Background: an optimization exercise with open tools, aiming at small area and few clock cycles per item. Do not read the settings as production practice.
Where RTL was checked, it was by simulation tests only, not by an equivalence proof against the original.

==> inputs of run R <==
// yuyv_to_rgb_converter_unit
module yuyv_to_rgb_converter_unit (
    input  logic           i_clk,
    input  logic           i_rst_n,
    input  logic           i_yuyv_valid,
    output logic           o_yuyv_ready,
    input  logic [32:0]    i_yuyv_data,
    output logic           o_rgb_valid,
    input  logic           i_rgb_ready,
    output logic [48:0]    o_rgb_data
);
    yuv2rgb_pkg::t_yuyv_group w_in;
    logic w_adv;
    logic                      r1_v, r2_v, r3_v, r4_v;
    logic                      r1_fe, r2_fe, r3_fe;
    logic signed [K_SUM_W-1:0] r1_yt [K_PIXELS];
    logic signed [K_SUM_W-1:0] r1_rv, r1_gu, r1_gv, r1_bu;
    logic signed [K_SUM_W-1:0] r2_sum [K_CHANNELS];
    logic [K_PROD_W-1:0]       r3_prod [K_CHANNELS];
    logic                      r3_low [K_CHANNELS];
    logic                      r3_high [K_CHANNELS];
    yuv2rgb_pkg::t_rgb_pair    r4_data;
    logic signed [8:0]         n1_yoff [K_PIXELS];
    logic signed [8:0]         n1_uoff, n1_voff;
    logic signed [K_SUM_W-1:0] n1_yt [K_PIXELS];
    logic signed [K_SUM_W-1:0] n2_sum [K_CHANNELS];
    logic [K_PROD_W-1:0]       n3_prod [K_CHANNELS];
    logic                      n3_low [K_CHANNELS];
    logic                      n3_high [K_CHANNELS];
    logic [7:0]                n4_chan [K_CHANNELS];
    assign w_in         = yuv2rgb_pkg::t_yuyv_group'(i_yuyv_data);
    assign w_adv        = !r4_v || i_rgb_ready;
    assign o_yuyv_ready = w_adv;
    assign o_rgb_valid  = r4_v;
    assign o_rgb_data   = r4_data;
    always_comb begin
        n1_yoff[0] = $signed({1'b0, w_in.luma_first}) - K_LUMA_OFS;
        n1_yoff[1] = $signed({1'b0, w_in.luma_second}) - K_LUMA_OFS;
        n1_uoff    = $signed({1'b0, w_in.chroma_blue}) - K_CHROMA_OFS;
        n1_voff    = $signed({1'b0, w_in.chroma_red}) - K_CHROMA_OFS;
        for (int p = 0; p < K_PIXELS; p++) begin
            n1_yt[p] = K_SUM_W'(n1_yoff[p]) * K_COEF_Y;
        end
    end
    always_comb begin
        for (int p = 0; p < K_PIXELS; p++) begin
            n2_sum[3 * p + K_CH_R] = r1_yt[p] + r1_rv;
            n2_sum[3 * p + K_CH_G] = r1_yt[p] - r1_gu - r1_gv;
  ...
==> module yuyv_to_rgb_converter_unit, before the edit <==
module yuyv_to_rgb_converter_unit (
    input  logic           i_clk,
    input  logic           i_rst_n,
    input  logic           i_yuyv_valid,
    output logic           o_yuyv_ready,
    input  logic [32:0]    i_yuyv_data,
    output logic           o_rgb_valid,
    input  logic           i_rgb_ready,
    output logic [48:0]    o_rgb_data
);
    yuv2rgb_pkg::t_yuyv_group w_in;
    logic w_adv;
    logic                      r1_v, r2_v, r3_v, r4_v;
    logic                      r1_fe, r2_fe, r3_fe;
    logic signed [K_SUM_W-1:0] r1_yt [K_PIXELS];
    logic signed [K_SUM_W-1:0] r1_rv, r1_gu, r1_gv, r1_bu;
    logic signed [K_SUM_W-1:0] r2_sum [K_CHANNELS];
    logic [K_PROD_W-1:0]       r3_prod [K_CHANNELS];
    logic                      r3_low [K_CHANNELS];
    logic                      r3_high [K_CHANNELS];
    yuv2rgb_pkg::t_rgb_pair    r4_data;
    logic signed [8:0]         n1_yoff [K_PIXELS];
    logic signed [8:0]         n1_uoff, n1_voff;
    logic signed [K_SUM_W-1:0] n1_yt [K_PIXELS];
    logic signed [K_SUM_W-1:0] n2_sum [K_CHANNELS];
    logic [K_PROD_W-1:0]       n3_prod [K_CHANNELS];
    logic                      n3_low [K_CHANNELS];
    logic                      n3_high [K_CHANNELS];
    logic [7:0]                n4_chan [K_CHANNELS];
    assign w_in         = yuv2rgb_pkg::t_yuyv_group'(i_yuyv_data);
    assign w_adv        = !r4_v || i_rgb_ready;
    assign o_yuyv_ready = w_adv;
    assign o_rgb_valid  = r4_v;
    assign o_rgb_data   = r4_data;
    always_comb begin
        n1_yoff[0] = $signed({1'b0, w_in.luma_first}) - K_LUMA_OFS;
        n1_yoff[1] = $signed({1'b0, w_in.luma_second}) - K_LUMA_OFS;
        n1_uoff    = $signed({1'b0, w_in.chroma_blue}) - K_CHROMA_OFS;
        n1_voff    = $signed({1'b0, w_in.chroma_red}) - K_CHROMA_OFS;
        for (int p = 0; p < K_PIXELS; p++) begin
            n1_yt[p] = K_SUM_W'(n1_yoff[p]) * K_COEF_Y;
        end
    end
    always_comb begin
        for (int p = 0; p < K_PIXELS; p++) begin
            n2_sum[3 * p + K_CH_R] = r1_yt[p] + r1_rv;
            n2_sum[3 * p + K_CH_G] = r1_yt[p] - r1_gu - r1_gv;
            n2_sum[3 * p + K_CH_B] = r1_yt[p] + r1_bu;
        end
    end
    always_comb begin
        for (int c = 0; c < K_CHANNELS; c++) begin
            n3_low[c]  = r2_sum[c][K_SUM_W-1];
            n3_high[c] = !r2_sum[c][K_SUM_W-1] && (r2_sum[c] >= K_SAT_LIMIT);
            n3_prod[c] = K_PROD_W'(r2_sum[c][17:3]) * K_PROD_W'(K_RECIP);
        end
    end
    always_comb begin
        for (int c = 0; c < K_CHANNELS; c++) begin
            if (r3_low[c]) begin
                n4_chan[c] = 8'd0;
            end else if (r3_high[c]) begin
                n4_chan[c] = 8'(K_CHAN_MAX);
            end else begin
                n4_chan[c] = r3_prod[c][K_RECIP_SHIFT +: 8];
            end
        end
    end
    always_ff @(posedge i_clk) begin
        if (!i_rst_n) begin
            r1_v <= 1'b0;
            r2_v <= 1'b0;
            r3_v <= 1'b0;
            r4_v <= 1'b0;
        end else if (w_adv) begin
            r1_v <= i_yuyv_valid;
            r2_v <= r1_v;
            r3_v <= r2_v;
            r4_v <= r3_v;
        end
    end
    always_ff @(posedge i_clk) begin
        if (w_adv) begin
            for (int p = 0; p < K_PIXELS; p++) begin
                r1_yt[p] <= n1_yt[p];
            end
            r1_rv  <= K_SUM_W'(n1_voff) * K_COEF_RV;
            r1_gu  <= K_SUM_W'(n1_uoff) * K_COEF_GU;
            r1_gv  <= K_SUM_W'(n1_voff) * K_COEF_GV;
            r1_bu  <= K_SUM_W'(n1_uoff) * K_COEF_BU;
            r1_fe  <= w_in.frame_end;
            for (int c = 0; c < K_CHANNELS; c++) begin
                r2_sum[c]  <= n2_sum[c];
                r3_prod[c] <= n3_prod[c];
                r3_low[c]  <= n3_low[c];
                r3_high[c] <= n3_high[c];
            end
            r2_fe  <= r1_fe;
            r3_fe   <= r2_fe;
            r4_data.red_first     <= n4_chan[K_CH_R];
            r4_data.green_first   <= n4_chan[K_CH_G];
            r4_data.blue_first    <= n4_chan[K_CH_B];
            r4_data.red_second    <= n4_chan[3 + K_CH_R];
            r4_data.green_second  <= n4_chan[3 + K_CH_G];
            r4_data.blue_second   <= n4_chan[3 + K_CH_B];
            r4_data.frame_end_out <= r3_fe;
        end
    end
endmodule
export LEC_CHECK = 0
export CAP_MARGIN = 20
export CORE_MARGIN = 2
export CORE_UTILIZATION = 40
export SLEW_MARGIN = 20
create_clock -name core_clock -period 6.5 [get_ports {i_clk}]
run.sh (not shown) runs the stock make flow with config.mk's settings and CLKGATE_MAP_FILE= SYNTH_SCRIPT=/design/flow/synth_recipe.tcl, a recipe that flattens the netlist after the stock synthesis.
==> inputs of run D, as changes to run R <==
==> flow/design.v (replaced) <==
package yuv2rgb_pkg;
    localparam int K_PIXELS   = 2;
    localparam int K_CHANNELS = 3 * K_PIXELS;
    localparam int K_SUM_W    = 21;
    localparam int K_PROD_W   = 31;
    localparam logic signed [8:0] K_LUMA_OFS   = 9'sd16;
    localparam logic signed [8:0] K_CHROMA_OFS = 9'sd128;
    localparam logic signed [K_SUM_W-1:0] K_COEF_Y  = 21'sd1164;
    localparam logic signed [K_SUM_W-1:0] K_COEF_RV = 21'sd1596;
    localparam logic signed [K_SUM_W-1:0] K_COEF_GU = 21'sd391;
    localparam logic signed [K_SUM_W-1:0] K_COEF_GV = 21'sd813;
    localparam logic signed [K_SUM_W-1:0] K_COEF_BU = 21'sd2018;
    localparam int K_SCALE    = 1000;
    localparam int K_CHAN_MAX = 255;
    localparam logic signed [K_SUM_W-1:0] K_SAT_LIMIT = K_SUM_W'((K_CHAN_MAX + 1) * K_SCALE);
    localparam int K_RECIP_SHIFT = 22;
    localparam logic [15:0] K_RECIP = 16'((2 ** K_RECIP_SHIFT + 124) / 125);
    localparam int K_CH_R = 0;
    localparam int K_CH_G = 1;
    localparam int K_CH_B = 2;
    typedef struct packed {
        logic [7:0] luma_first;
        logic [7:0] chroma_blue;
        logic [7:0] luma_second;
        logic [7:0] chroma_red;
        logic       frame_end;
    } t_yuyv_group;
    typedef struct packed {
        logic [7:0] red_first;
        logic [7:0] green_first;
        logic [7:0] blue_first;
        logic [7:0] red_second;
        logic [7:0] green_second;
        logic [7:0] blue_second;
        logic       frame_end_out;
    } t_rgb_pair;
endpackage
import yuv2rgb_pkg::*;
module yuyv_to_rgb_converter_unit (
    input  logic           i_clk,
    input  logic           i_rst_n,
    input  logic           i_yuyv_valid,
    output logic           o_yuyv_ready,
    input  logic [32:0]    i_yuyv_data,
    output logic           o_rgb_valid,
    input  logic           i_rgb_ready,
    output logic [48:0]    o_rgb_data
);
    yuv2rgb_pkg::t_yuyv_group r_in;
    yuv2rgb_pkg::t_rgb_pair   w_out;
    logic                     r_v;
    logic                     w_adv;
    assign w_adv        = !r_v || i_rgb_ready;
    assign o_yuyv_ready = w_adv;
    assign o_rgb_valid  = r_v;
    assign o_rgb_data   = w_out;
    always_ff @(posedge i_clk) begin
        if (!i_rst_n) begin
            r_v <= 1'b0;
        end else if (w_adv) begin
            r_v <= i_yuyv_valid;
        end
    end
    always_ff @(posedge i_clk) begin
        if (w_adv) begin
            r_in <= yuv2rgb_pkg::t_yuyv_group'(i_yuyv_data);
        end
    end
    logic [22:0] w_p0, w_p1;
    assign w_p0 = 23'(r_in.luma_first)  * 23'd19071;
    assign w_p1 = 23'(r_in.luma_second) * 23'd19071;
    logic signed [24:0] w_cr, w_cb;    
    logic signed [28:0] w_cg;          
    assign w_cr = $signed(25'(r_in.chroma_red))  * 25'sd26149 - 25'sd3652170;
    assign w_cb = $signed(25'(r_in.chroma_blue)) * 25'sd33063 - 25'sd4537180;
    assign w_cg = 29'sd35517400 - $signed(29'(r_in.chroma_blue)) * 29'sd102498
                                - $signed(29'(r_in.chroma_red))  * 29'sd213123;
    function automatic logic [7:0] clamp14(input logic signed [24:0] t);
        if (t[24])            clamp14 = 8'd0;
        else if (|t[23:22])   clamp14 = 8'd255;
        else                  clamp14 = t[21:14];
    endfunction
    function automatic logic [7:0] clamp18(input logic signed [28:0] t);
        if (t[28])            clamp18 = 8'd0;
        else if (|t[27:26])   clamp18 = 8'd255;
        else                  clamp18 = t[25:18];
    endfunction
    assign w_out.red_first     = clamp14($signed({2'b0, w_p0}) + w_cr);
    assign w_out.green_first   = clamp18($signed({2'b0, w_p0, 4'b0}) + w_cg);
    assign w_out.blue_first    = clamp14($signed({2'b0, w_p0}) + w_cb);
    assign w_out.red_second    = clamp14($signed({2'b0, w_p1}) + w_cr);
    assign w_out.green_second  = clamp18($signed({2'b0, w_p1, 4'b0}) + w_cg);
    assign w_out.blue_second   = clamp14($signed({2'b0, w_p1}) + w_cb);
    assign w_out.frame_end_out = r_in.frame_end;
endmodule
==> run notes <==
item                                                               run D                    run R
Multi-input combinational cell count                               1,700                    2,801
Min Clock Period, post-route                                    8.725 ns                 5.838 ns
Seq_cells                                                             34                      344
Met1 usage                                                        31.62%                   25.30%
Post-Syn Nets                                                      2,616                    5,386
Via Count                                                         17,700                   27,650
Post-synth cell types                                                 67                       77
Worst hold margin                                              0.9429 ns                0.4204 ns
Cell at the slowest stage of the critical path                      fa_1                 edfxtp_1
Starting density of the core                                      40.32%                   40.19%
Detailed-routing wirelength on met1                            25,460 um                45,530 um
CTS clk-pin slew, worst paths                                    0.09 ns                  0.05 ns
Category of the worst setup path capture point            primary output                flip-flop
Number of nets in the final layout                                 3,481                    5,519
Met3 Wirelength                                                  1996 um                  3890 um
# Taps                                                               546                    1,391
Die height                                                      211.7 um                 328.5 um
GRT Total Usage                                                   25.92%                   17.76%
Run status                                      finished with violations  complete, no violations
Layout check failures                                       setup timing                        -
Testbench counts of run R, summed over its fixed seeds: cycles 12,032, items 12,000.
Function not checked in run D: the RTL went through the layout flow alone.

[what the ideal ports hide]
In the flow no input, the clock included, has a driving cell. The finished layouts below were timed again as built, in two steps.
Step 1, drivers: a clkbuf_16 drives i_clk and a buf_2 each remaining input, both assumed.
Step 2 adds t to the input delays and takes it off the output delays; t is the mean of the earliest and latest rising clock arrival at the registers after step 1. Input paths then give back, and output paths get back, about the clock's delay inside the block.
Three values: ideal ports, drivers, drivers and shift; two values: the first two.
run | t (ns) | slack for setup (ns) | cell pins on the clock port's net
run R | 0.655 | 0.662 / 0.662 / 0.062 | 1
run D | 0.386 | -2.225 / -2.282 / -1.896 | 1
For run R, which loses most, drivers alone change the setup slack by 0.000 ns; drivers and shift together by -0.600 ns.
